This design comes from an exercise in tuning for small area, a short achievable clock period and few clock cycles per item on the open sky130 flow, not from production work. Only simulation tests tie the RTL to the original design; equivalence was not proved. Power and IR drop assume default switching activity.

<file path="flow/design.v">
`default_nettype none
package mvm_pkg;
	localparam int ROWS   = 16;   
	localparam int COLS   = 16;   
	localparam int DATA_W = 8;
	localparam int ACC_W  = 16;   
	localparam int RING   = COLS + 1;   
	localparam int PH_W   = 5;    
	typedef logic signed [DATA_W-1:0] elem_t;
	typedef logic signed [ACC_W-1:0]  acc_t;
endpackage
`default_nettype wire
`timescale 1ns/1ps
`default_nettype none
module word_ram #(
	parameter int WIDTH = 8,
	parameter int DEPTH = 17
) (
	input  logic                         clk,
	input  logic                         ins,
	input  logic [WIDTH-1:0]             wdata,
	output logic [DEPTH-1:0][WIDTH-1:0]  slot
);
	always_ff @(posedge clk) begin
		slot[0] <= ins ? wdata : slot[DEPTH-1];
		for (int i = 1; i < DEPTH; i++) begin
			slot[i] <= slot[i-1];
		end
	end
endmodule
`default_nettype wire
`timescale 1ns/1ps
`default_nettype none
module mac_row #(
	parameter int TAP = 0
) (
	input  logic           clk,
	input  logic           ins,        
	input  mvm_pkg::elem_t data_q,
	input  logic           first,      
	input  logic [9:0]     xm1,        
	input  logic [9:0]     xm2,        
	input  logic [9:0]     xm3,
	input  logic [9:0]     xn1,
	input  logic [9:0]     xn2,
	output mvm_pkg::acc_t  acc_s,      
	output mvm_pkg::acc_t  acc_c
);
	logic [mvm_pkg::RING-1:0][mvm_pkg::DATA_W-1:0] slot;
	mvm_pkg::elem_t a_elem;
	word_ram #(
		.WIDTH(mvm_pkg::DATA_W),
		.DEPTH(mvm_pkg::RING)
	) ring_i (
		.clk  (clk),
		.ins  (ins),
		.wdata(data_q),
		.slot (slot)
	);
	assign a_elem = slot[TAP];
	logic [3:0][9:0] row;      
	logic [3:0]      row_t9;   
	logic [3:0][2:0] e;        
	logic [15:0] s_g, c_g, s_next, c_next;
	always_comb begin
		for (int j = 0; j < 4; j++) begin
			e[j][0] = a_elem[2*j] & ~a_elem[2*j+1];
			e[j][1] = ~a_elem[2*j] & a_elem[2*j+1];
			e[j][2] = a_elem[2*j] & a_elem[2*j+1];
		end
		for (int j = 0; j < 3; j++) begin
			row[j]    = ({10{e[j][0]}} & xm1) | ({10{e[j][1]}} & xm2) | ({10{e[j][2]}} & xm3);
			row_t9[j] = ~((e[j][0] & xm1[9]) | (e[j][1] & xm2[9]) | (e[j][2] & xm3[9]));
		end
		row[3]    = ({10{e[3][0]}} & xm1) | ({10{e[3][1]}} & xn2) | ({10{e[3][2]}} & xn1);
		row_t9[3] = ~((e[3][0] & xm1[9]) | (e[3][1] & xn2[9]) | (e[3][2] & xn1[9]));
	end
	assign s_g = first ? 16'd0 : acc_s;
	assign c_g = first ? 16'd0 : acc_c;
	logic k1;
	logic k2;
	logic k3;
	logic k4;
	logic s5;
	logic c6;
	logic s7;
	logic c8;
	logic s9;
	logic c10;
	logic s11;
	logic c12;
	logic s13;
	logic c14;
	logic s15;
	logic c16;
	logic s17;
	logic c18;
	logic s19;
	logic c20;
	logic s21;
	logic c22;
	logic s23;
	logic c24;
	logic s25;
	logic c26;
	logic s27;
	logic c28;
	logic s29;
	logic c30;
	logic s31;
	logic c32;
	logic s33;
	logic c34;
	logic s35;
	logic c36;
	logic s37;
	logic c38;
	logic s39;
	logic c40;
	logic s41;
	logic c42;
	logic s43;
	logic c44;
	logic s45;
	logic c46;
	logic s47;
	logic c48;
	logic s49;
	logic c50;
	logic s51;
	logic c52;
	logic s53;
	logic c54;
	logic s55;
	logic c56;
	logic s57;
	logic c58;
	logic s59;
	logic c60;
	logic s61;
	logic c62;
	logic s63;
	logic c64;
	logic s65;
	logic c66;
	logic s67;
	logic c68;
	logic s69;
	logic c70;
	logic s71;
	logic c72;
	logic s73;
	logic c74;
	logic s75;
	logic c76;
	logic s77;
	logic c78;
	logic s79;
	logic c80;
	logic s81;
	logic c82;
	logic s83;
	logic c84;
	logic s85;
	logic c86;
	logic s87;
	logic c88;
	logic s89;
	logic c90;
	logic s91;
	logic c92;
	logic s93;
	logic c94;
	logic s95;
	logic c96;
	assign k1 = ~(row_t9[0]);
	assign k2 = ~(row[1][8]);
	assign k3 = ~(row[2][8]);
	assign k4 = ~(row[3][8]);
	assign s5 = (row[0][4]) ^ (row[1][2]);
	assign c6 = (row[0][4]) & (row[1][2]);
	assign s7 = (row[0][5]) ^ (row[1][3]) ^ (row[2][1]);
	assign c8 = ((row[0][5]) & (row[1][3])) | ((row[0][5]) & (row[2][1])) | ((row[1][3]) & (row[2][1]));
	assign s9 = (row[0][6]) ^ (row[1][4]) ^ (row[2][2]);
	assign c10 = ((row[0][6]) & (row[1][4])) | ((row[0][6]) & (row[2][2])) | ((row[1][4]) & (row[2][2]));
	assign s11 = (row[3][0]) ^ (s_g[6]);
	assign c12 = (row[3][0]) & (s_g[6]);
	assign s13 = (row[0][7]) ^ (row[1][5]) ^ (row[2][3]);
	assign c14 = ((row[0][7]) & (row[1][5])) | ((row[0][7]) & (row[2][3])) | ((row[1][5]) & (row[2][3]));
	assign s15 = (row[3][1]) ^ (s_g[7]) ^ (c_g[7]);
	assign c16 = ((row[3][1]) & (s_g[7])) | ((row[3][1]) & (c_g[7])) | ((s_g[7]) & (c_g[7]));
	assign s17 = (row[0][8]) ^ (row[1][6]) ^ (row[2][4]);
	assign c18 = ((row[0][8]) & (row[1][6])) | ((row[0][8]) & (row[2][4])) | ((row[1][6]) & (row[2][4]));
	assign s19 = (row[3][2]) ^ (s_g[8]) ^ (c_g[8]);
	assign c20 = ((row[3][2]) & (s_g[8])) | ((row[3][2]) & (c_g[8])) | ((s_g[8]) & (c_g[8]));
	assign s21 = (row[1][7]) ^ (row[2][5]) ^ (row[3][3]);
	assign c22 = ((row[1][7]) & (row[2][5])) | ((row[1][7]) & (row[3][3])) | ((row[2][5]) & (row[3][3]));
	assign s23 = (s_g[9]) ^ (c_g[9]) ^ (k1);
	assign c24 = ((s_g[9]) & (c_g[9])) | ((s_g[9]) & (k1)) | ((c_g[9]) & (k1));
	assign s25 = (row[2][6]) ^ (row[3][4]) ^ (s_g[10]);
	assign c26 = ((row[2][6]) & (row[3][4])) | ((row[2][6]) & (s_g[10])) | ((row[3][4]) & (s_g[10]));
	assign s27 = (c_g[10]) ^ ((row_t9[0])) ^ (k2);
	assign c28 = ((c_g[10]) & ((row_t9[0]))) | ((c_g[10]) & (k2)) | (((row_t9[0])) & (k2));
	assign s29 = (row_t9[1]) ^ (row[2][7]) ^ (row[3][5]);
	assign c30 = ((row_t9[1]) & (row[2][7])) | ((row_t9[1]) & (row[3][5])) | ((row[2][7]) & (row[3][5]));
	assign s31 = (s_g[11]) ^ (c_g[11]) ^ ((row[1][8]));
	assign c32 = ((s_g[11]) & (c_g[11])) | ((s_g[11]) & ((row[1][8]))) | ((c_g[11]) & ((row[1][8])));
	assign s33 = (row[3][6]) ^ (s_g[12]) ^ (c_g[12]);
	assign c34 = ((row[3][6]) & (s_g[12])) | ((row[3][6]) & (c_g[12])) | ((s_g[12]) & (c_g[12]));
	assign s35 = (row_t9[2]) ^ (row[3][7]) ^ (s_g[13]);
	assign c36 = ((row_t9[2]) & (row[3][7])) | ((row_t9[2]) & (s_g[13])) | ((row[3][7]) & (s_g[13]));
	assign s37 = (row[0][2]) ^ (row[1][0]);
	assign c38 = (row[0][2]) & (row[1][0]);
	assign s39 = (row[0][3]) ^ (row[1][1]) ^ (s_g[3]);
	assign c40 = ((row[0][3]) & (row[1][1])) | ((row[0][3]) & (s_g[3])) | ((row[1][1]) & (s_g[3]));
	assign s41 = (s5) ^ (row[2][0]) ^ (s_g[4]);
	assign c42 = ((s5) & (row[2][0])) | ((s5) & (s_g[4])) | ((row[2][0]) & (s_g[4]));
	assign s43 = (c6) ^ (s7) ^ (s_g[5]);
	assign c44 = ((c6) & (s7)) | ((c6) & (s_g[5])) | ((s7) & (s_g[5]));
	assign s45 = (c8) ^ (s9) ^ (s11);
	assign c46 = ((c8) & (s9)) | ((c8) & (s11)) | ((s9) & (s11));
	assign s47 = (c10) ^ (c12) ^ (s13);
	assign c48 = ((c10) & (c12)) | ((c10) & (s13)) | ((c12) & (s13));
	assign s49 = (c14) ^ (c16) ^ (s17);
	assign c50 = ((c14) & (c16)) | ((c14) & (s17)) | ((c16) & (s17));
	assign s51 = (c18) ^ (c20) ^ (s21);
	assign c52 = ((c18) & (c20)) | ((c18) & (s21)) | ((c20) & (s21));
	assign s53 = (c22) ^ (c24) ^ (s25);
	assign c54 = ((c22) & (c24)) | ((c22) & (s25)) | ((c24) & (s25));
	assign s55 = (c26) ^ (c28) ^ (s29);
	assign c56 = ((c26) & (c28)) | ((c26) & (s29)) | ((c28) & (s29));
	assign s57 = (c30) ^ (c32) ^ (s33);
	assign c58 = ((c30) & (c32)) | ((c30) & (s33)) | ((c32) & (s33));
	assign s59 = (c34) ^ (s35) ^ (c_g[13]);
	assign c60 = ((c34) & (s35)) | ((c34) & (c_g[13])) | ((s35) & (c_g[13]));
	assign s61 = (c36) ^ (s_g[14]) ^ (c_g[14]);
	assign c62 = ((c36) & (s_g[14])) | ((c36) & (c_g[14])) | ((s_g[14]) & (c_g[14]));
	assign s63 = (row_t9[3]) ^ (s_g[15]) ^ (c_g[15]);
	assign c64 = ((row_t9[3]) & (s_g[15])) | ((row_t9[3]) & (c_g[15])) | ((s_g[15]) & (c_g[15]));
	assign s65 = (row[0][0]) ^ (s_g[0]);
	assign c66 = (row[0][0]) & (s_g[0]);
	assign s67 = (row[0][1]) ^ (s_g[1]) ^ (c_g[1]);
	assign c68 = ((row[0][1]) & (s_g[1])) | ((row[0][1]) & (c_g[1])) | ((s_g[1]) & (c_g[1]));
	assign s69 = (s37) ^ (s_g[2]) ^ (c_g[2]);
	assign c70 = ((s37) & (s_g[2])) | ((s37) & (c_g[2])) | ((s_g[2]) & (c_g[2]));
	assign s71 = (c38) ^ (s39) ^ (c_g[3]);
	assign c72 = ((c38) & (s39)) | ((c38) & (c_g[3])) | ((s39) & (c_g[3]));
	assign s73 = (c40) ^ (s41) ^ (c_g[4]);
	assign c74 = ((c40) & (s41)) | ((c40) & (c_g[4])) | ((s41) & (c_g[4]));
	assign s75 = (c42) ^ (s43) ^ (c_g[5]);
	assign c76 = ((c42) & (s43)) | ((c42) & (c_g[5])) | ((s43) & (c_g[5]));
	assign s77 = (c44) ^ (s45) ^ (c_g[6]);
	assign c78 = ((c44) & (s45)) | ((c44) & (c_g[6])) | ((s45) & (c_g[6]));
	assign s79 = (c46) ^ (s47) ^ (s15);
	assign c80 = ((c46) & (s47)) | ((c46) & (s15)) | ((s47) & (s15));
	assign s81 = (c48) ^ (s49) ^ (s19);
	assign c82 = ((c48) & (s49)) | ((c48) & (s19)) | ((s49) & (s19));
	assign s83 = (c50) ^ (s51) ^ (s23);
	assign c84 = ((c50) & (s51)) | ((c50) & (s23)) | ((s51) & (s23));
	assign s85 = (c52) ^ (s53) ^ (s27);
	assign c86 = ((c52) & (s53)) | ((c52) & (s27)) | ((s53) & (s27));
	assign s87 = (c54) ^ (s55) ^ (s31);
	assign c88 = ((c54) & (s55)) | ((c54) & (s31)) | ((s55) & (s31));
	assign s89 = (c56) ^ (s57) ^ (k3);
	assign c90 = ((c56) & (s57)) | ((c56) & (k3)) | ((s57) & (k3));
	assign s91 = (c58) ^ (s59) ^ ((row[2][8]));
	assign c92 = ((c58) & (s59)) | ((c58) & ((row[2][8]))) | ((s59) & ((row[2][8])));
	assign s93 = (c60) ^ (s61) ^ (k4);
	assign c94 = ((c60) & (s61)) | ((c60) & (k4)) | ((s61) & (k4));
	assign s95 = (c62) ^ (s63) ^ ((row[3][8]));
	assign c96 = ((c62) & (s63)) | ((c62) & ((row[3][8]))) | ((s63) & ((row[3][8])));
	assign s_next[0] = s65;
	assign s_next[1] = c66;
	assign s_next[2] = c68;
	assign s_next[3] = c70;
	assign s_next[4] = c72;
	assign s_next[5] = c74;
	assign s_next[6] = c76;
	assign s_next[7] = c78;
	assign s_next[8] = c80;
	assign s_next[9] = c82;
	assign s_next[10] = c84;
	assign s_next[11] = c86;
	assign s_next[12] = c88;
	assign s_next[13] = c90;
	assign s_next[14] = c92;
	assign s_next[15] = c94;
	assign c_next[0] = c_g[0];
	assign c_next[1] = s67;
	assign c_next[2] = s69;
	assign c_next[3] = s71;
	assign c_next[4] = s73;
	assign c_next[5] = s75;
	assign c_next[6] = s77;
	assign c_next[7] = s79;
	assign c_next[8] = s81;
	assign c_next[9] = s83;
	assign c_next[10] = s85;
	assign c_next[11] = s87;
	assign c_next[12] = s89;
	assign c_next[13] = s91;
	assign c_next[14] = s93;
	assign c_next[15] = s95;
	always_ff @(posedge clk) begin
		acc_s <= s_next;
		acc_c <= c_next;
	end
endmodule
`default_nettype wire
`timescale 1ns/1ps
`default_nettype none
module result_store (
	input  logic                              clk,
	input  logic                              first,     
	input  mvm_pkg::acc_t [mvm_pkg::ROWS-1:0] acc_s,
	input  mvm_pkg::acc_t [mvm_pkg::ROWS-1:0] acc_c,
	output mvm_pkg::acc_t                     data_out
);
	logic [3:0] rd_idx;
	logic [3:0] sel;
	assign sel = first ? 4'd0 : rd_idx;
	always_ff @(posedge clk) begin
		rd_idx   <= sel + 4'd1;
		data_out <= acc_s[sel] + acc_c[sel];
	end
endmodule
`default_nettype wire
`timescale 1ns/1ps
`default_nettype none
module mvm_sequencer (
	input  logic                      clk,
	input  logic                      reset,
	input  logic                      load_matrix,
	input  logic                      load_vector,
	input  logic                      start,
	output logic [mvm_pkg::ROWS-1:0]  row_ins,    
	output logic                      vec_ins,    
	output logic [mvm_pkg::PH_W-1:0]  x_sel,      
	output logic                      x_valid,    
	output logic                      m_first,    
	output logic                      done
);
	localparam logic [mvm_pkg::PH_W-1:0] PH_LAST = mvm_pkg::PH_W'(mvm_pkg::RING - 1);
	logic [mvm_pkg::PH_W-1:0] ph;
	logic       m_act;
	logic [7:0] m_cnt;
	logic [3:0] v_cnt;
	logic       aligned;    
	logic       valid;      
	logic       fb_wait;
	logic       fb_run;
	logic       m_fb_last;
	logic [5:0] x_sel_sum;
	logic [mvm_pkg::PH_W-1:0] x_sel_shift;
	assign x_sel_sum   = 6'(x_sel) + 6'(ph) + 6'd2;
	assign x_sel_shift = (x_sel_sum >= 6'd34) ? 5'(x_sel_sum - 6'd34)
		: (x_sel_sum >= 6'd17) ? 5'(x_sel_sum - 6'd17) : 5'(x_sel_sum);
	always_ff @(posedge clk) begin
		if (reset) begin
			ph <= '0;
		end else if (load_matrix) begin
			ph <= PH_LAST;
		end else begin
			ph <= (ph == PH_LAST) ? '0 : ph + 1'b1;
		end
	end
	always_ff @(posedge clk) begin
		if (reset) begin
			m_act <= 1'b0;
		end else if (load_matrix) begin
			m_act <= 1'b1;
		end else if (m_act && m_cnt == 8'hff) begin
			m_act <= 1'b0;
		end
		m_cnt <= load_matrix ? 8'd0 : m_cnt + 8'd1;
		for (int r = 0; r < mvm_pkg::ROWS; r++) begin
			row_ins[r] <= !reset && m_act && (m_cnt[7:4] == r[3:0]);
		end
	end
	always_ff @(posedge clk) begin
		if (reset) begin
			vec_ins <= 1'b0;
		end else if (load_vector) begin
			vec_ins <= 1'b1;
		end else if (v_cnt == 4'hf) begin
			vec_ins <= 1'b0;
		end
		v_cnt <= load_vector ? 4'd0 : v_cnt + 4'd1;
		if (load_vector) begin
			x_sel   <= PH_LAST - ph;
			aligned <= (ph == '0);
		end else if (load_matrix) begin
			x_sel   <= x_sel_shift;   
		end
	end
	always_ff @(posedge clk) begin
		if (reset) begin
			valid <= 1'b0;
		end else if (load_matrix) begin
			valid <= 1'b0;
		end else if (load_vector) begin
			valid <= (ph == '0);
		end else if (m_fb_last) begin
			valid <= 1'b1;
		end
	end
	always_ff @(posedge clk) begin
		if (reset) begin
			fb_wait <= 1'b0;
			fb_run  <= 1'b0;
		end else begin
			if (start && !valid) begin
				if (ph == '0) begin
					fb_run <= 1'b1;
				end else begin
					fb_wait <= 1'b1;
				end
			end
			if (fb_wait && ph == '0) begin
				fb_wait <= 1'b0;
				fb_run  <= 1'b1;
			end
			if (fb_run && ph == PH_LAST) begin
				fb_run <= 1'b0;
			end
		end
	end
	assign x_valid = (vec_ins && aligned) || fb_run;
	always_ff @(posedge clk) begin
		if (reset) begin
			m_first   <= 1'b0;
			m_fb_last <= 1'b0;
			done      <= 1'b0;
		end else begin
			m_first   <= x_valid && (ph == 5'd1);
			m_fb_last <= fb_run && (ph == PH_LAST);
			done      <= (start && valid) || m_fb_last;
		end
	end
endmodule
`default_nettype wire
`timescale 1ns/1ps
`default_nettype none
module mvm_top (
	input  logic           clk,
	input  logic           reset,
	input  logic           load_matrix,
	input  logic           load_vector,
	input  logic           start,
	input  mvm_pkg::elem_t data_in,
	output logic           done,
	output mvm_pkg::acc_t  data_out
);
	logic [mvm_pkg::ROWS-1:0] row_ins;
	logic                     vec_ins;
	logic [mvm_pkg::PH_W-1:0] x_sel;
	logic                     x_valid;
	logic                     m_first;
	mvm_pkg::elem_t           data_q;
	mvm_pkg::elem_t           x_src;
	logic [9:0]               xm1, xm2, xm3, xn1, xn2;
	logic [9:0]               x_ext;
	logic [mvm_pkg::RING-1:0][mvm_pkg::DATA_W-1:0] x_slot;
	mvm_pkg::acc_t [mvm_pkg::ROWS-1:0] acc_s;
	mvm_pkg::acc_t [mvm_pkg::ROWS-1:0] acc_c;
	mvm_sequencer seq_i (
		.clk        (clk),
		.reset      (reset),
		.load_matrix(load_matrix),
		.load_vector(load_vector),
		.start      (start),
		.row_ins    (row_ins),
		.vec_ins    (vec_ins),
		.x_sel      (x_sel),
		.x_valid    (x_valid),
		.m_first    (m_first),
		.done       (done)
	);
	word_ram #(
		.WIDTH(mvm_pkg::DATA_W),
		.DEPTH(mvm_pkg::RING)
	) vec_ring_i (
		.clk  (clk),
		.ins  (vec_ins),
		.wdata(data_in),
		.slot (x_slot)
	);
	always_ff @(posedge clk) begin
		data_q <= data_in;
	end
	assign x_src = vec_ins ? data_in : mvm_pkg::elem_t'(x_slot[x_sel]);
	assign x_ext = 10'(x_src);
	always_ff @(posedge clk) begin
		xm1 <= x_valid ? x_ext : '0;
		xn1 <= x_valid ? -x_ext : '0;
		xm3 <= x_valid ? x_ext + (x_ext << 1) : '0;
	end
	assign xm2 = xm1 << 1;
	assign xn2 = xn1 << 1;
	for (genvar r = 0; r < mvm_pkg::ROWS; r++) begin : g_row
		mac_row #(
			.TAP((r + 1) % mvm_pkg::RING)
		) row_i (
			.clk     (clk),
			.ins     (row_ins[r]),
			.data_q  (data_q),
			.first   (m_first),
			.xm1     (xm1),
			.xm2     (xm2),
			.xm3     (xm3),
			.xn1     (xn1),
			.xn2     (xn2),
			.acc_s   (acc_s[r]),
			.acc_c   (acc_c[r])
		);
	end
	result_store res_i (
		.clk      (clk),
		.first    (done),
		.acc_s    (acc_s),
		.acc_c    (acc_c),
		.data_out (data_out)
	);
endmodule
`default_nettype wire
</file>
<file path="flow/run.sh">
#!/bin/bash
# synth_recipe.tcl (not shown) runs the flow's synth.tcl, then flattens the netlist and writes it again
# the make line also repeats each setting of config.mk as NAME=value (left out here)
make -C /OpenROAD-flow-scripts/flow DESIGN_CONFIG=/design/flow/config.mk WORK_HOME=/design/flow/orfs CLKGATE_MAP_FILE= SYNTH_SCRIPT=/design/flow/synth_recipe.tcl finish
</file>
<file path="flow/config.mk">
export PLATFORM = sky130hd
export DESIGN_NAME = mvm_top
export DESIGN_NICKNAME = mvm_top
export VERILOG_FILES = /design/flow/design.v
export SDC_FILE = /design/flow/constraint.sdc
export NUM_CORES = 4
export LEC_CHECK = 0
export ABC_AREA = 1
export CAP_MARGIN = 20
export CORE_MARGIN = 2
export CORE_UTILIZATION = 40
export SLEW_MARGIN = 20
</file>
<file path="flow/constraint.sdc">
create_clock -name core_clock -period 6.5 [get_ports {clk}]
set_input_delay 1.3000 -clock core_clock [delete_from_list [all_inputs] [get_ports {clk}]]
set_output_delay 1.3000 -clock core_clock [all_outputs]
set_load 0.01 [all_outputs]
</file>
==> impl_metrics.csv, run 1 <==
group,metric,value,unit
power,irDropWorstVdd,0.265,mV
route,vias,61100,
finish,nFillCells,21900,
clocking,clock_path_buffers,4,
placement,port-buffer-count,29,
grt,grt_overflow,0,
placement,gp_congestion,0.977,
route,drc_errors,0,
worst_setup_path,critPathArrivalTime,5.22,ns
clocking,cts_inserted_buffers,299,
route,drt_first_pass_iters,6,
worst_setup_path,critPathRequiredTime,7.33,ns
grt,grt_pass1_wl,400000,µm
clocking,htree_levels,5,
worst_setup_path,crit_family,"simple AND/OR/NAND/NOR gates",
synthesis,ys_async_sr_fraction,0,%
synthesis,synth_flop_cell,"dfxtp_1",
synthesis,synth_seq_area_share,60.3,%
die,initial_core_util,40.2,%
route,ant_nets,0,
timing,fin_crit_sh,67.5,%
timing,tightest_slew,1.22,ns
run,maxCapViolCount,0,
worst_setup_path,cp-start-kind,"register",
power,power.density,441,nW/µm²
clocking,cts_tree,"yes",
timing,drv_slew,0,
route,drt_iter0_drc,6344,
clocking,cts_hold_buf,0,
die,die_area,245000,µm²
finish,multi_input_area,32300,µm²
clocking,ctsResizeCount,0,
synthesis,synth_edf_count,6,
die,die_y,495,µm
finish,area_growth,13.8,%
power,leakage,47.7,nW
clocking,cts.sinks,2907,
worst_setup_path,max_stage_delay,0.79,ns
timing,hold_violations,0,
die,io_pins,30,
synthesis,ys_types,41,
timing,finClkSkew,0.0915,ns
placement,dp_hpwl,180000,µm
synthesis,ys_ff_latch,2907,
grt,grt_pass1_vias,61400,
timing,relSlewSlack,19.0,%
worst_setup_path,cp_slowest_cell,"dfxtp_4",
timing,fmax,228,MHz
timing,hold_slack,0.269,ns
clocking,clkTransAtPathRegs,0.07,ns
worst_setup_path,crit_path_frequent_cell,"nand2_1",
worst_setup_path,path_max_fanout,136,
die,coreArea,240000,µm²
worst_setup_path,r2r_slack,2.11,ns
synthesis,synthCells,8709,
status,status,"complete, no violations",
timing,rsz0062_at_grt,"no",
finish,seqCellArea,58300,µm²
die,die_x,495,µm
worst_setup_path,crit_type,"register to register",
grt,antenna_found_initial,21,
route,viasPerCell,5.03,
route,wl,270000,µm
timing,setup_viol,0,
clocking,cts-root-buf,"clkbuf_16",
route,wl_per_cell,22.2,µm
grt,grt_max_degree,137,
worst_setup_path,path_cells,"nand2_8 > buf_4 > nand2_1 > o211ai_1 > nand3_1 > nand3_1 > nand2_1 > inv_1 > ha_1 > fa_1 > nand3_1 > nand2_1 > nand2_1 > nand2_1 > o21ai_0 > o21ai_0 > nand3_1 > nand2_1 > nand2_1 > nand2_1",
grt,track_usage,22.0,%
synthesis,synth_nets,9479,
worst_setup_path,critPathBufInv,2,
clocking,clk_latency,0.97,ns
finish,num-nets-final,9515,
timing,setup_tns,0,ns
die,std_cell_rows,180,
power,power,0.0484,W
clocking,postCtsSetupBuffers,0,
synthesis,syn_area_per_cell,11.1,µm²
worst_hold_path,hold_path_class,"register to register",
synthesis,yosys_warnings,20,
timing,fin_crit,4.39,ns
synthesis,syn_area,96600,µm²
finish,drive_gt1_share,8.10,%
worst_setup_path,critPathCaptureType,"register",
Yosys cell counts (5+ instances only):
library cell | number | area, µm²
clkbuf_1 | 229 | 860
xor2_1 | 34 | 298
a211oi_1 | 5 | 37.5
o22ai_1 | 112 | 701
nor3_1 | 6 | 30.0
nand2_1 | 1260 | 4730
clkinv_1 | 6 | 22.5
buf_2 | 75 | 375
a21oi_1 | 285 | 1430
a221oi_1 | 30 | 263
fa_1 | 643 | 12900
inv_1 | 1177 | 4420
ha_1 | 114 | 1430
inv_2 | 10 | 37.5
o221ai_1 | 335 | 2930
nand3_1 | 364 | 1820
o21ai_0 | 222 | 1110
buf_1 | 41 | 154
a31oi_1 | 14 | 87.6
xnor2_1 | 32 | 280
nand2_2 | 6 | 37.5
mux2_2 | 120 | 1350
edfxtp_1 | 6 | 180
dfxtp_1 | 2901 | 58100
o21ai_1 | 5 | 25.0
nor2_1 | 561 | 2110
buf_4 | 16 | 120
nor2_2 | 7 | 43.8
o211ai_1 | 70 | 526
buf_6 | 6 | 67.6
metrics by stage:
step / worst slack [ns] / std cells / utilization (%) / cell area (µm²)
3_3_place_gp: 2.20 / 11600 / 41.6 / 100000
5_1_grt: 1.77 / 12100 / 45.7 / 110000
4_1_cts: 2.21 / 12100 / 45.7 / 110000
3_5_place_dp: 2.21 / 11600 / 41.6 / 100000
2_1_floorplan: 3.45 / 8709 / - / 96600
6_report: 2.11 / 12100 / 45.7 / 110000
power breakdown:
| part | internal [W] | switching (W) | leakage (nW) | total [W] |
|---|---|---|---|---|
| clock | 0.0103 | 0.00690 | 4.84 | 0.0172 |
| sequential | 0.0192 | 0.00147 | 23.6 | 0.0206 |
| combinational | 0.00321 | 0.00742 | 19.2 | 0.0106 |
metal layers:
metal	vias to the layer above	GRT usage (%)	wire length [µm]
li1	27700	-	-
met1	29700	30.5	118000
met2	2934	32.5	114000
met3	740	5.30	24900
met4	2	9.92	13200
met5	-	0	13
final cells by class:
type / count / area share [%]
flip-flops and latches: 2907 / 53.0
multi-input cells: 4242 / 29.4
clock buffers: 396 / 7.63
inverters: 1193 / 4.09
well taps: 3185 / 3.63
clock inverters: 119 / 1.40
repair buffers: 102 / 0.820
diodes: 5 / 0.0114
cells by family (layout without fill, tap and decap cells):
kind of cell             after synthesis  after routing  synth area share (%)
other                                  0              5                     0
buffers and inverters               1560           1810                  6.27
adder cells (fa/ha/maj)              757            757                  14.8
flip-flops                          2907           2907                  60.3
AND/OR/NAND/NOR                     2214           2214                  9.17
AO/OA/AOI/OAI                       1084           1084                  7.42
multiplexers                         120            120                  1.40
XOR/XNOR                              67             67                 0.615
flip-flops by register name (all words and copies together), names as in the netlist, 4 cells and up:
name                     count
data_q                       8
g_row.row_i.acc_c          240
g_row.row_i.acc_s          256
g_row.row_i.ring_i.slot   2176
res_i.data_out              16
res_i.rd_idx                 4
seq_i.m_cnt                  8
seq_i.ph                     5
seq_i.row_ins               16
seq_i.v_cnt                  4
seq_i.x_sel                  5
vec_ring_i.slot            136
xm1                          6
xm3                          8
xn1                         10
path summary, 6_finish.rpt:
path | from | to | cells after the start
setup / recovery | res_i.rd_idx[0] | res_i.data_out[11] | 20
setup reg to reg | res_i.rd_idx[0] | res_i.data_out[11] | 20
hold / removal | g_row[1].row_i.ring_i.slot[46] | g_row[1].row_i.ring_i.slot[54] | 0
hold reg to reg | g_row[1].row_i.ring_i.slot[46] | g_row[1].row_i.ring_i.slot[54] | 0
placed cells by master, fill, tap and decap left out, types with 4 or more instances in the layout:
| master | synthesis | routed |
|---|---|---|
| diode_2 | 0 | 5 |
| inv_1 | 1177 | 1160 |
| bufinv_16 | 0 | 29 |
| dfxtp_1 | 2901 | 2885 |
| clkinv_1 | 6 | 4 |
| nand4_1 | 4 | 4 |
| a211oi_1 | 5 | 5 |
| a21oi_1 | 285 | 285 |
| o221ai_1 | 335 | 335 |
| buf_12 | 0 | 5 |
| nor2_1 | 561 | 561 |
| o21ai_1 | 5 | 5 |
| inv_6 | 0 | 17 |
| a221oi_1 | 30 | 30 |
| clkinv_4 | 0 | 8 |
| clkbuf_16 | 0 | 304 |
| mux2_2 | 120 | 120 |
| a31oi_1 | 14 | 14 |
| xor2_1 | 34 | 34 |
| nand3_1 | 364 | 364 |
| dfxtp_2 | 0 | 8 |
| o21ai_0 | 222 | 222 |
| ha_1 | 114 | 114 |
| clkinv_2 | 0 | 52 |
| buf_4 | 16 | 68 |
| clkbuf_8 | 0 | 43 |
| clkdlybuf4s50_1 | 0 | 29 |
| nor3_1 | 6 | 6 |
| edfxtp_1 | 6 | 6 |
| nor2_2 | 7 | 6 |
| o211ai_1 | 70 | 70 |
| xnor2_1 | 32 | 32 |
| clkinvlp_4 | 0 | 19 |
| o22ai_1 | 112 | 112 |
| nand2_1 | 1260 | 1259 |
| fa_1 | 643 | 643 |
| nand2_2 | 6 | 5 |
| inv_2 | 10 | 16 |
| dfxtp_4 | 0 | 8 |
| clkbuf_1 | 229 | 49 |
Testbench counts, summed over its fixed seeds: cycles 10,104, items 192.
==> run 2: changes to the inputs <==
--- a/flow/design.v
+++ b/flow/design.v
@@ -312,15 +312,23 @@
 module result_store (
 	input  logic                              clk,
-	input  logic                              first,     
+	input  logic                              rd_go,     
 	input  mvm_pkg::acc_t [mvm_pkg::ROWS-1:0] acc_s,
 	input  mvm_pkg::acc_t [mvm_pkg::ROWS-1:0] acc_c,
 	output mvm_pkg::acc_t                     data_out
 );
-	logic [3:0] rd_idx;
-	logic [3:0] sel;
-	assign sel = first ? 4'd0 : rd_idx;
+	logic [mvm_pkg::ROWS-1:0] rd_oh;   
+	mvm_pkg::acc_t            sel_s;
+	mvm_pkg::acc_t            sel_c;
+	always_comb begin
+		sel_s = '0;
+		sel_c = '0;
+		for (int r = 0; r < mvm_pkg::ROWS; r++) begin
+			sel_s |= acc_s[r] & {mvm_pkg::ACC_W{rd_oh[r]}};
+			sel_c |= acc_c[r] & {mvm_pkg::ACC_W{rd_oh[r]}};
+		end
+	end
 	always_ff @(posedge clk) begin
-		rd_idx   <= sel + 4'd1;
-		data_out <= acc_s[sel] + acc_c[sel];
+		rd_oh    <= rd_go ? mvm_pkg::ROWS'(1) : {rd_oh[mvm_pkg::ROWS-2:0], 1'b0};
+		data_out <= sel_s + sel_c;
 	end
 endmodule
@@ -339,4 +347,5 @@
 	output logic                      x_valid,    
 	output logic                      m_first,    
+	output logic                      rd_go,      
 	output logic                      done
 );
@@ -427,4 +436,5 @@
 	end
 	assign x_valid = (vec_ins && aligned) || fb_run;
+	assign rd_go   = !reset && ((start && valid) || m_fb_last);
 	always_ff @(posedge clk) begin
 		if (reset) begin
@@ -435,5 +445,5 @@
 			m_first   <= x_valid && (ph == 5'd1);
 			m_fb_last <= fb_run && (ph == PH_LAST);
-			done      <= (start && valid) || m_fb_last;
+			done      <= rd_go;
 		end
 	end
@@ -456,4 +466,5 @@
 	logic [mvm_pkg::PH_W-1:0] x_sel;
 	logic                     x_valid;
+	logic                     rd_go;
 	logic                     m_first;
 	mvm_pkg::elem_t           data_q;
@@ -475,4 +486,5 @@
 		.x_valid    (x_valid),
 		.m_first    (m_first),
+		.rd_go      (rd_go),
 		.done       (done)
 	);
@@ -517,5 +529,5 @@
 	result_store res_i (
 		.clk      (clk),
-		.first    (done),
+		.rd_go    (rd_go),
 		.acc_s    (acc_s),
 		.acc_c    (acc_c),
--- a/flow/config.mk
+++ b/flow/config.mk
@@ -9,4 +9,5 @@
 export CAP_MARGIN = 20
 export CORE_MARGIN = 2
-export CORE_UTILIZATION = 40
+export CORE_UTILIZATION = 50
+export SETUP_SLACK_MARGIN = 3.2
 export SLEW_MARGIN = 20
==> run 2 against run 1 <==
- still clean
- sequential power about the same
- register-to-register slack improved by 1.1 ns
- global-route usage increased by 7.1 points
- sequential share of layout area increased by 0.67 points
- die area decreased by 21%
- combinational power decreased by 27%
- critical endpoint is now res_i.data_out[15]
==> impl_metrics.csv, run 2 <==
group,metric,value,unit
status,status,"complete, no violations",
worst_setup_path,critPathCaptureType,"register",
clocking,clk_latency,0.95,ns
route,ant_nets,0,
route,vias,60200,
die,die_x,441,µm
route,wl_per_cell,25.1,µm
grt,grt_overflow,0,
die,die_area,194000,µm²
synthesis,synth.most_common_cell,"dfxtp_1",
worst_setup_path,path_max_fanout,13,
synthesis,synth.area.top_cells,"dfxtp_1 61%, fa_1 13%, inv_1 4.8%",
route,dr_wl_met2,115000,µm
die,std_cell_rows,160,
synthesis,yosys_warnings,20,
grt,antenna_found_initial,31,
clocking,cts.sinks,2919,
timing,setup_viol,0,
clocking,clock_path_buffers,4,
grt,grt_pass1_wl,407000,µm
synthesis,ys_ff_latch,2919,
worst_setup_path,critPathArrivalTime,4.16,ns
placement,gp_congestion,1.12,
clocking,cts_inserted_buffers,300,
timing,fmax,300,MHz
clocking,clkTransAtPathRegs,0.06,ns
worst_setup_path,cp-start-kind,"register",
placement,port-buffer-count,29,
route,top_layer_used,"met5",
synthesis,synth_top_cell_by_area,"dfxtp_1",
die,initial_core_util,50.3,%
finish,top_register,"g_row.row_i.ring_i.slot",
worst_setup_path,path_cells,"buf_4 > nand2_1 > nand2_1 > a221oi_1 > nand4_1 > ha_1 > a21oi_1 > o21ai_0 > a21oi_1 > nand2_1 > nand3_1 > nand2_1",
timing,relSlewSlack,21.4,%
grt,track_usage,29.1,%
die,io_pins,30,
run,maxCapViolCount,0,
timing,finClkSkew,0.0612,ns
route,wl_met3,29000,µm
timing,tightest_slew,1.17,ns
clocking,cts_hold_buf,0,
worst_setup_path,cp_slowest_cell,"a221oi_1",
synthesis,syn_area_per_cell,11.4,µm²
synthesis,syn_area,95400,µm²
worst_setup_path,max_stage_delay,0.71,ns
synthesis,synthCells,8348,
route,drt_first_pass_iters,7,
synthesis,netlist.area_leader.share,61.1,%
finish,drive_gt1_share,9.64,%
synthesis,ys_async_sr_fraction,0,%
power,irDropWorstVdd,0.296,mV
worst_setup_path,critPathRequiredTime,7.32,ns
finish,num-nets-final,9252,
placement,dp_hpwl,193000,µm
route,viasPerCell,5.37,
grt,grt_max_degree,85,
grt,grt_pass1_vias,59300,
finish,top_regs,"g_row.row_i.ring_i.slot: 2176 flops, g_row.row_i.acc_s: 256 flops, g_row.row_i.acc_c: 240 flops",
finish,area_growth,14.2,%
worst_setup_path,crit_type,"register to register",
worst_setup_path,crit_family,"compound AO/OA/AOI/OAI gates",
die,die_y,441,µm
route,wl_met1,117000,µm
worst_hold_path,hold_path_class,"register to register",
route,drc_errors,0,
synthesis,synth_flop_cell,"dfxtp_1",
synthesis,synth_seq_area_share,61.3,%
finish,largest_reg_flops,2176,
finish,final_util,57.4,%
route,wl,282000,µm
synthesis,synth_nets,9117,
route,drt_iter0_drc,6420,
synthesis,synth_edf_count,6,
worst_setup_path,critPathBufInv,1,
die,coreArea,190000,µm²
finish,final_common_cell,"dfxtp_1",
placement,dpl-instance-area,98200,µm²
clocking,cts-root-buf,"clkbuf_16",
finish,mostFrequentLayoutCells,"2,890 x dfxtp_1, 1,198 x inv_1, 1,019 x nand2_1, 642 x fa_1, 621 x nor2_1",
worst_setup_path,crit_path_frequent_cell,"nand2_1",
timing,hold_violations,0,
timing,drv_slew,0,
timing,setup_tns,0,ns
timing,rsz0062_at_grt,"yes",
power,power.density,414,nW/µm²
timing,fin_crit,3.34,ns
power,leakage,47.5,nW
synthesis,synthTopCellsByCount,"2,913 x dfxtp_1, 1,218 x inv_1, 1,021 x nand2_1",
clocking,htree_levels,5,
timing,fin_crit_sh,51.3,%
synthesis,ys_types,52,
finish,finish.instance_area,109000,µm²
clocking,cts_tree,"yes",
run 2: cell types whose count changed in the layout (fill, tap and decap cells not counted), sizes merged, moves of 21 or more:
cell	before	now
buf	73	106
clkbuf	396	425
inv	1197	1231
nand2	1266	1035
nand3	367	73
nand4	4	32
nor2	568	639
nor3	7	28
o2111ai	0	23
o211ai	70	3
o21ai	227	146
o22ai	112	226
run 2: repair_timing:
action                                  in CTS  in global routing
buffers inserted                             5                 26
pin swaps                                    1                  7
endpoints found under the setup margin     351                 97
hold endpoints to repair                     0                  0
gates cloned                                 3                  3
resized for setup                           65                 82
run 2: final cells by class:
cell class | instances | area, µm²
Fill cell | 15700 | 80800
Timing Repair Buffer | 141 | 1520
Multi-Input combinational cell | 3873 | 31100
Sequential cell | 2919 | 58500
Timing Repair inverter | 2 | 16.3
Antenna cell | 7 | 17.5
Clock buffer | 421 | 8730
Inverter | 1246 | 4840
Clock inverter | 94 | 1100
Tap cell | 2511 | 3140
run 2: cell families after synthesis:
family / synth area share (%)
AOI/OAI and AO/OA: 7.93
xor gates and xnor gates: 0.586
adders and majority gates: 15.0
buffers and inverters: 6.26
DFF: 61.3
muxes: 1.42
and+or+nand+nor: 7.52
run 2: power by group:
part / switching [W] / leakage (nW) / internal, W
logic: 0.00544 / 18.9 / 0.00231
clock network: 0.00677 / 4.85 / 0.0102
registers: 0.00114 / 23.7 / 0.0192
total: 0.0133 / 47.5 / 0.0317
run 2: path summary, 6_finish.rpt:
path | cells past startpoint | to | from | slack [ns]
worst max-delay path | 12 | res_i.data_out[15] | res_i.rd_oh[8] | 3.16
worst min-delay path | 0 | g_row[13].row_i.ring_i.slot[72] | g_row[13].row_i.ring_i.slot[64] | 0.29
worst max register to register | 12 | res_i.data_out[15] | res_i.rd_oh[8] | 3.16
worst min register to register | 0 | g_row[13].row_i.ring_i.slot[72] | g_row[13].row_i.ring_i.slot[64] | 0.29
run 2: stage by stage:
step	power, W	setup slack [ns]	hold WS, ns	instances
floorplan	0.0244	3.59	0.310	8348
global placement	0.0277	2.56	0.310	10700
detailed placement	0.0278	2.46	0.312	10700
CTS	0.0449	3.07	0.291	11200
global route	0.0468	3.09	0.297	11200
finish	0.0451	3.16	0.294	11200
run 2: layer usage:
layer	GRT usage, %	up-vias
li1	-	26800
met1	39.9	29200
met2	41.0	3355
met3	7.78	931
met4	17.7	20
met5	0	-
Testbench counts of run 2, summed over its fixed seeds: cycles 10,104, items 192.
==> run 3: changes to the inputs <==
--- a/flow/config.mk
+++ b/flow/config.mk
@@ -6,5 +6,6 @@
 export NUM_CORES = 4
 export LEC_CHECK = 0
-export ABC_AREA = 1
+export ABC_AREA = 0
+export ABC_CLOCK_PERIOD_IN_PS = 3000
 export CAP_MARGIN = 20
 export CORE_MARGIN = 2
==> run 3 against run 2 <==
- design area is 3.3% higher
- flip-flop and latch count stayed put
- synthesized cell count is 8.9% lower
- fmax is 0.29% lower
- setup slack worse by 0.0097 ns
- highest routed layer unchanged
- worst hold slack worse by 0.032 ns
- non-clock buffer count is 50 higher
- still clean on timing, DRC and antenna
- clock-buffer cell count is 1 higher
==> impl_metrics.csv, run 3 <==
group,metric,value,unit
placement,port-buffer-count,29,
clocking,htree_levels,5,
synthesis,ys_types,59,
finish,area_growth,14.3,%
grt,antenna_found_initial,37,
placement,preCtsSetupSlack,2.16,ns
status,status,"complete, no violations",
finish,num-nets-final,8348,
timing,setup_viol,0,
synthesis,synth_nets,8370,
worst_setup_path,r2r-start,"res_i.rd_oh[5]",
synthesis,synth.area.top_cells,"dfxtp_1 59%, fa_1 13%, mux2_2 5.8%",
timing,relSlewSlack,24.9,%
timing,finClkSkew,0.0907,ns
route,viasPerCell,5.44,
clocking,clock_path_buffers,4,
timing,fin_crit,3.35,ns
timing,tightest_slew,1.13,ns
synthesis,syn_area,98500,µm²
finish,largest_reg_flops,2176,
synthesis,synth.most_common_cell,"dfxtp_1",
die,std_cell_rows,162,
synthesis,synthCells,7601,
route,vias,56800,
power,power.density,369,nW/µm²
synthesis,synthAdderAreaFrac,14.5,%
synthesis,synth_edf_count,6,
worst_setup_path,path_cells,"buf_4 > a22o_1 > a221oi_1 > nand4_1 > ha_4 > o21a_1 > o31ai_4 > a211oi_1 > nor2_1 > xnor2_1",
finish,top_regs,"g_row.row_i.ring_i.slot: 2176 flops, g_row.row_i.acc_s: 256 flops, g_row.row_i.acc_c: 240 flops",
synthesis,netlist.area_leader.share,59.2,%
die,die_x,448,µm
die,die_y,448,µm
grt,grt_overflow,0,
synthesis,ys_async_sr_fraction,0,%
synthesis,synthTopCellsByCount,"2,913 x dfxtp_1, 643 x fa_1, 618 x inv_1",
synthesis,yosys_warnings,20,
worst_setup_path,path_max_fanout,31,
power,irDropWorstVdd,0.287,mV
finish,drive_gt1_share,17.3,%
worst_setup_path,cp-startpoint,"res_i.rd_oh[5]",
synthesis,synth_seq_area_share,59.4,%
timing,setup_tns,0,ns
die,io_pins,30,
power,power,0.0416,W
worst_setup_path,reg2regPathDepth,10,
synthesis,synth_flop_cell,"dfxtp_1",
synthesis,ys_ff_latch,2919,
synthesis,syn_area_per_cell,13.0,µm²
worst_setup_path,critPathCaptureType,"register",
worst_setup_path,max_stage_delay,0.47,ns
worst_setup_path,crit_type,"register to register",
synthesis,synth_xor_area_share,0.880,%
power,leakage,48.1,nW
synthesis,synthMuxAreaShare,6.78,%
worst_setup_path,crit_end,"res_i.data_out[9]",
finish,final_common_cell,"dfxtp_1",
worst_setup_path,critPathArrivalTime,4.11,ns
route,drt_iter0_drc,5606,
synthesis,synth_compound_area_share,7.75,%
clocking,cts-root-buf,"clkbuf_16",
timing,drv_slew,0,
synthesis,synth_top_family_by_area,"adder cells",
route,wl,285000,µm
clocking,cts_inserted_buffers,303,
clocking,clk_latency,0.96,ns
route,ant_nets,0,
die,die_area,201000,µm²
clocking,cts_hold_buf,0,
grt,grt_pass1_vias,56900,
finish,final_cells,10400,
grt,grt_max_degree,141,
route,drc_errors,0,
placement,dp_hpwl,188000,µm
clocking,clkTransAtPathRegs,0.07,ns
finish,mostFrequentLayoutCells,"2,844 x dfxtp_1, 642 x fa_1, 615 x inv_1, 510 x mux2_2, 419 x a22o_1",
synthesis,synth-simple-area-share,6.33,%
route,drt_first_pass_iters,6,
worst_setup_path,r2r_slack,3.15,ns
worst_setup_path,cp-start-kind,"register",
clocking,cts_tree,"yes",
clocking,cts.sinks,2919,
placement,dpl.cell_count,9851,
die,coreArea,195000,µm²
worst_setup_path,r2r-end,"res_i.data_out[9]",
worst_setup_path,critPathRequiredTime,7.27,ns
timing,fmax,299,MHz
worst_hold_path,hold_path_class,"register to register",
finish,top_register,"g_row.row_i.ring_i.slot",
die,initial_core_util,50.4,%
timing,hold_violations,0,
timing,fin_ws,3.15,ns
grt,grt_pass1_wl,407000,µm
timing,rsz0062_at_grt,"yes",
timing,fin_crit_sh,51.5,%
worst_setup_path,cp_slowest_cell,"ha_4",
route,wl_per_cell,27.3,µm
synthesis,synth_top_cell_by_area,"dfxtp_1",
placement,gp_congestion,1.03,
grt,track_usage,28.4,%
run,maxCapViolCount,0,
finish,nFillCells,15800,
==> run 3: cell count changes after synthesis, moves of 319 or more <==
| cell | change |
|---|---|
| o221ai_1 | -319 |
| mux2_2 | +390 |
| nor2_1 | -533 |
| a22o_1 | +408 |
| inv_1 | -600 |
| nand2_1 | -803 |
| nor2b_1 | +460 |
==> run 3: cell families (layout without fill, tap and decap cells) <==
| group | Yosys count | in the layout |
|---|---|---|
| AOI/OAI and AO/OA | 989 | 989 |
| xor gates and xnor gates | 99 | 99 |
| adders and majority gates | 756 | 756 |
| buffers and inverters | 1136 | 1336 |
| DFF | 2919 | 2919 |
| muxes | 571 | 571 |
| other | 0 | 14 |
| and+or+nand+nor | 1131 | 1131 |
==> run 3: per-layer routing <==
layer  wire length, µm  track usage, %  share of wire (%)
met2            120000            40.8                 42
met4             17900            15.8                6.3
met5               103               0              0.036
met1            121000            39.3                 42
met3             26100            6.84                9.2
==> run 3: cell type report <==
type	count	area, µm²	area share, %
antenna	14	35.0	0.0311
clock buffer	422	8820	7.83
clock inverter	105	1180	1.05
inverter	618	2330	2.07
multi-input combinational	3546	36300	32.2
sequential	2919	58600	52.1
tap	2624	3280	2.92
timing repair buffer	191	2070	1.83
==> run 3: power breakdown <==
part           internal [W]  switching [W]
clock                0.0103        0.00688
sequential           0.0186        0.00115
combinational       0.00189        0.00281
==> run 3: metrics by stage <==
step                hold WS [ns]  instance area [µm²]  utilization (%)
detailed placement         0.312               101000             51.8
global placement           0.309               101000             51.8
finish                     0.262               113000             57.6
global route               0.260               113000             57.6
floorplan                  0.310                98500                -
CTS                        0.262               112000             57.2
==> run 3: timing repair <==
item	in CTS	in global routing
pin swaps	8	22
gates resized for setup	95	104
gates cloned	0	4
setup buffers	25	18
endpoints found under the hold margin	0	0
endpoints found under the setup margin	263	162
==> run 3: critical path: cells and delay by family, from the launching register on <==
kind,cells,cell delay (ns)
DFF,1,0.32
xor gates and xnor gates,1,0.33
buffers and inverters,1,0.30
adders and majority gates,1,0.47
AOI/OAI and AO/OA,5,1.22
and+or+nand+nor,2,0.54
==> run 3: how the worst min path moves through the flow <==
stage | startpoint | to | cells after the start
after global routing | g_row[7].row_i.ring_i.slot[45] | g_row[7].row_i.ring_i.slot[53] | 0
after detailed placement | g_row[13].row_i.ring_i.slot[104] | g_row[13].row_i.ring_i.slot[112] | 0
after floorplan | g_row[0].row_i.ring_i.slot[92] | g_row[0].row_i.ring_i.slot[100] | 0
after global placement | g_row[1].row_i.ring_i.slot[83] | g_row[1].row_i.ring_i.slot[91] | 0
after CTS | g_row[7].row_i.ring_i.slot[45] | g_row[7].row_i.ring_i.slot[53] | 0
final | g_row[7].row_i.ring_i.slot[45] | g_row[7].row_i.ring_i.slot[53] | 0
==> run 4: changes to the inputs <==
--- a/flow/config.mk
+++ b/flow/config.mk
@@ -11,4 +11,5 @@
 export CORE_MARGIN = 2
 export CORE_UTILIZATION = 50
-export SETUP_SLACK_MARGIN = 3.2
+export CTS_BUF_LIST = sky130_fd_sc_hd__clkbuf_4 sky130_fd_sc_hd__clkbuf_8
+export SETUP_SLACK_MARGIN = 3.3
 export SLEW_MARGIN = 20
==> run 4 against run 3 <==
- now fails the layout checks on antenna rules
- combinational power increased by 6.0%
- fmax increased by 3.6%
- power decreased by 2.6%
- design area decreased by 0.28%
- via count increased by 2.4%
- clock power decreased by 8%
- critical path depth increased by 7
- setup slack improved by 0.12 ns
==> impl_metrics.csv, run 4 <==
group,metric,value,unit
grt,grt_pass1_wl,408000,µm
synthesis,ys_ff_latch,2919,
placement,gp_congestion,1.06,
synthesis,synthCells,7601,
worst_setup_path,crit_path_frequent_cell,"buf_4",
status,violations,"antenna rules",
worst_hold_path,hold_path_class,"register to register",
finish,area_growth,14.0,%
synthesis,syn_area,98500,µm²
synthesis,ys_async_sr_fraction,0,%
synthesis,synth_top_cell_by_area,"dfxtp_1",
finish,final_common_cell,"dfxtp_1",
grt,antenna_found_initial,51,
die,std_cell_rows,162,
die,initial_core_util,50.4,%
timing,rsz0062_at_grt,"yes",
worst_setup_path,cp-start-kind,"register",
route,drc_errors,0,
clocking,cts_tree,"yes",
route,viasPerCell,5.43,
synthesis,synth_flop_cell,"dfxtp_1",
placement,preCtsSetupSlack,2.16,ns
worst_setup_path,critPathArrivalTime,4.14,ns
power,seqPwrFrac,48.5,%
route,ant_nets,1,
timing,drv_slew,0,
clocking,cts.sinks,2919,
worst_setup_path,path_max_fanout,3,
timing,finClkSkew,0.110,ns
worst_setup_path,cp_slowest_cell,"mux4_2",
worst_setup_path,critPathCaptureType,"register",
clocking,cts-root-buf,"clkbuf_8",
route,drt_first_pass_iters,9,
grt,track_usage,28.5,%
timing,fmax,309,MHz
die,coreArea,195000,µm²
finish,mostFrequentLayoutCells,"2,823 x dfxtp_1, 641 x fa_1, 614 x inv_1, 559 x clkbuf_8, 510 x mux2_2",
timing,relSlewSlack,22.3,%
clocking,clk_latency,1.13,ns
route,wl_per_cell,26.7,µm
route,drt_iter0_drc,6663,
timing,fin_crit_sh,49.7,%
timing,hold_violations,0,
grt,grt_pass1_vias,57900,
synthesis,synth.most_common_cell,"dfxtp_1",
clocking,cts_hold_buf,0,
clocking,cts_inserted_buffers,448,
placement,port-buffer-count,29,
clocking,clkTransAtPathRegs,0.06,ns
finish,num-nets-final,8518,
synthesis,synthTopCellsByCount,"2,913 x dfxtp_1, 643 x fa_1, 618 x inv_1",
status,status,"failed layout checks",
timing,fin_crit,3.23,ns
timing,setup_viol,0,
power,irDropWorstVdd,0.292,mV
run,maxCapViolCount,0,
power,swShare,26.8,%
synthesis,ys_types,59,
timing,setup_tns,0,ns
route,dr_wl_met2,118000,µm
power,leakage,48.5,nW
synthesis,synth_nets,8370,
die,die_area,201000,µm²
finish,drive_gt1_share,20.7,%
finish,largest_reg_flops,2176,
worst_setup_path,crit_type,"register to register",
grt,grt_max_degree,134,
power,power.density,360,nW/µm²
timing,tightest_slew,1.16,ns
grt,grt_overflow,0,
synthesis,synth_seq_area_share,59.4,%
worst_setup_path,critPathRequiredTime,7.41,ns
power,p_comb_share,12.3,%
synthesis,yosys_warnings,20,
finish,top_register,"g_row.row_i.ring_i.slot",
route,vias,58200,
die,die_y,448,µm
die,io_pins,30,
synthesis,synth_edf_count,6,
clocking,htree_levels,5,
synthesis,netlist.area_leader.share,59.2,%
power,p_switching,0.0109,W
worst_setup_path,path_cells,"buf_4 > buf_4 > mux4_2 > a211oi_2 > a31oi_1 > a222oi_1 > buf_4 > inv_1 > ha_2 > inv_2 > fa_2 > nor2b_2 > o21ai_2 > a21boi_2 > o21ai_1 > nor3b_2 > nor3_1",
synthesis,syn_area_per_cell,13.0,µm²
route,wl_met3,30000,µm
clocking,clock_path_buffers,4,
route,wl,286000,µm
power,pwr-share-clk,39.2,%
placement,dp_hpwl,187000,µm
timing,fin_ws,3.27,ns
route,top_layer_used,"met5",
finish,top_regs,"g_row.row_i.ring_i.slot: 2176 flops, g_row.row_i.acc_s: 256 flops, g_row.row_i.acc_c: 240 flops",
power,p_int,0.0296,W
synthesis,synth.area.top_cells,"dfxtp_1 59%, fa_1 13%, mux2_2 5.8%",
worst_setup_path,max_stage_delay,0.43,ns
die,die_x,448,µm
route,wl_met1,120000,µm
==> run 4: cells by family after synthesis <==
| group | after synthesis | synth area share (%) |
|---|---|---|
| simple gates | 1131 | 6.33 |
| fa+ha+maj | 756 | 14.5 |
| flops | 2919 | 59.4 |
| xor+xnor | 99 | 0.880 |
| compound gates | 989 | 7.75 |
| buf+inv | 1136 | 4.38 |
| mux | 571 | 6.78 |
==> run 4: layer usage <==
metal	global-route usage, %	up-vias
li1	-	25300
met2	39.9	3010
met3	8.88	841
met5	0	-
met4	16.8	14
met1	38.6	29000
==> run 4: final timing paths <==
kind | to | slack [ns] | cells after the start | start
max | xm3[7] | 3.27 | 17 | seq_i.x_sel[0]
max reg2reg | xm3[7] | 3.27 | 17 | seq_i.x_sel[0]
min reg2reg | g_row[6].row_i.ring_i.slot[102] | 0.25 | 0 | g_row[6].row_i.ring_i.slot[94]
min | g_row[6].row_i.ring_i.slot[102] | 0.25 | 0 | g_row[6].row_i.ring_i.slot[94]
==> run 4: area by class of cell <==
cell class,count,area (µm²)
fillers,16000,83100
flip-flops and latches,2919,58700
multi-input cells,3546,36100
clock buffers,696,8720
well taps,2624,3280
inverters,618,2330
repair buffers,216,2300
clock inverters,77,810
diodes,31,77.6
==> run 4: timing repair <==
action,4_1_cts,5_1_grt
endpoints found under the setup margin,340,168
cloned,4,0
setup buffers,32,25
gates resized for setup,146,93
pin swaps,2,12
==> run 4: power by group through the flow <==
stage	registers (W)	logic [W]	clock network [W]
6_report	0.0196	0.00497	0.0159
5_1_grt	0.0196	0.00527	0.0170
4_1_cts	0.0197	0.00453	0.0162
3_5_place_dp	0.0202	0.00394	0
3_3_place_gp	0.0202	0.00388	0
2_1_floorplan	0.0192	0.00306	0
==> run 4: worst max-delay path: cells and delay by family (launching register included) <==
kind / cells / cell delay (ns)
AOI/OAI and AO/OA: 6 / 1.00
adders and majority gates: 2 / 0.40
buffers and inverters: 5 / 0.58
DFF: 1 / 0.39
muxes: 1 / 0.43
and+or+nand+nor: 3 / 0.30
==> run 4: through the flow <==
step	hold WS (ns)	power, W	instances	util [%]	cell area, µm²
after global routing	0.234	0.0419	10700	57.4	112000
after floorplan	0.310	0.0222	7601	-	98500
after CTS	0.236	0.0404	10700	57.2	112000
final	0.249	0.0405	10700	57.5	112000
after global placement	0.310	0.0241	9862	51.8	101000
after detailed placement	0.312	0.0242	9862	51.8	101000

separate check: timing with driven ports:
How much do the figures lean on ideal ports? The routed layouts below were timed once more, with nothing changed but the port constraints. Step 1 (the two cells are an assumption about what drives the block):
set clk [get_ports {clk}]
set_driving_cell -lib_cell sky130_fd_sc_hd__clkbuf_16 $clk
set_driving_cell -lib_cell sky130_fd_sc_hd__buf_2 [delete_from_list [all_inputs] $clk]
Step 2 moves the port delays by t, midway between the first and last clock arrival at a register: inputs arrive t later, outputs are due t later. That takes back most of the time a late clock gives input paths. a / b / c = ideal / step 1 / step 2; a / b = the first two.
run | t, ns | slack for setup (ns) | worst setup path after step 2 | clock arrival spread, ns | cell pins on the clock port's net
run 1 | 1.018 | 2.110 / 2.110 / 2.110 | register to register | 0.093 / 0.093 | 1
run 2 | 1.018 | 3.163 / 3.163 / 2.778 | input to register | 0.066 / 0.067 | 1
run 3 | 1.004 | 3.153 / 3.153 / 2.628 | input to register | 0.098 / 0.097 | 1
run 4 | 1.160 | 3.269 / 3.269 / 2.659 | input to register | 0.119 / 0.118 | 1
The setup slack of run 4, which loses most, moves by 0.000 ns with the drivers and by -0.610 ns with both steps.
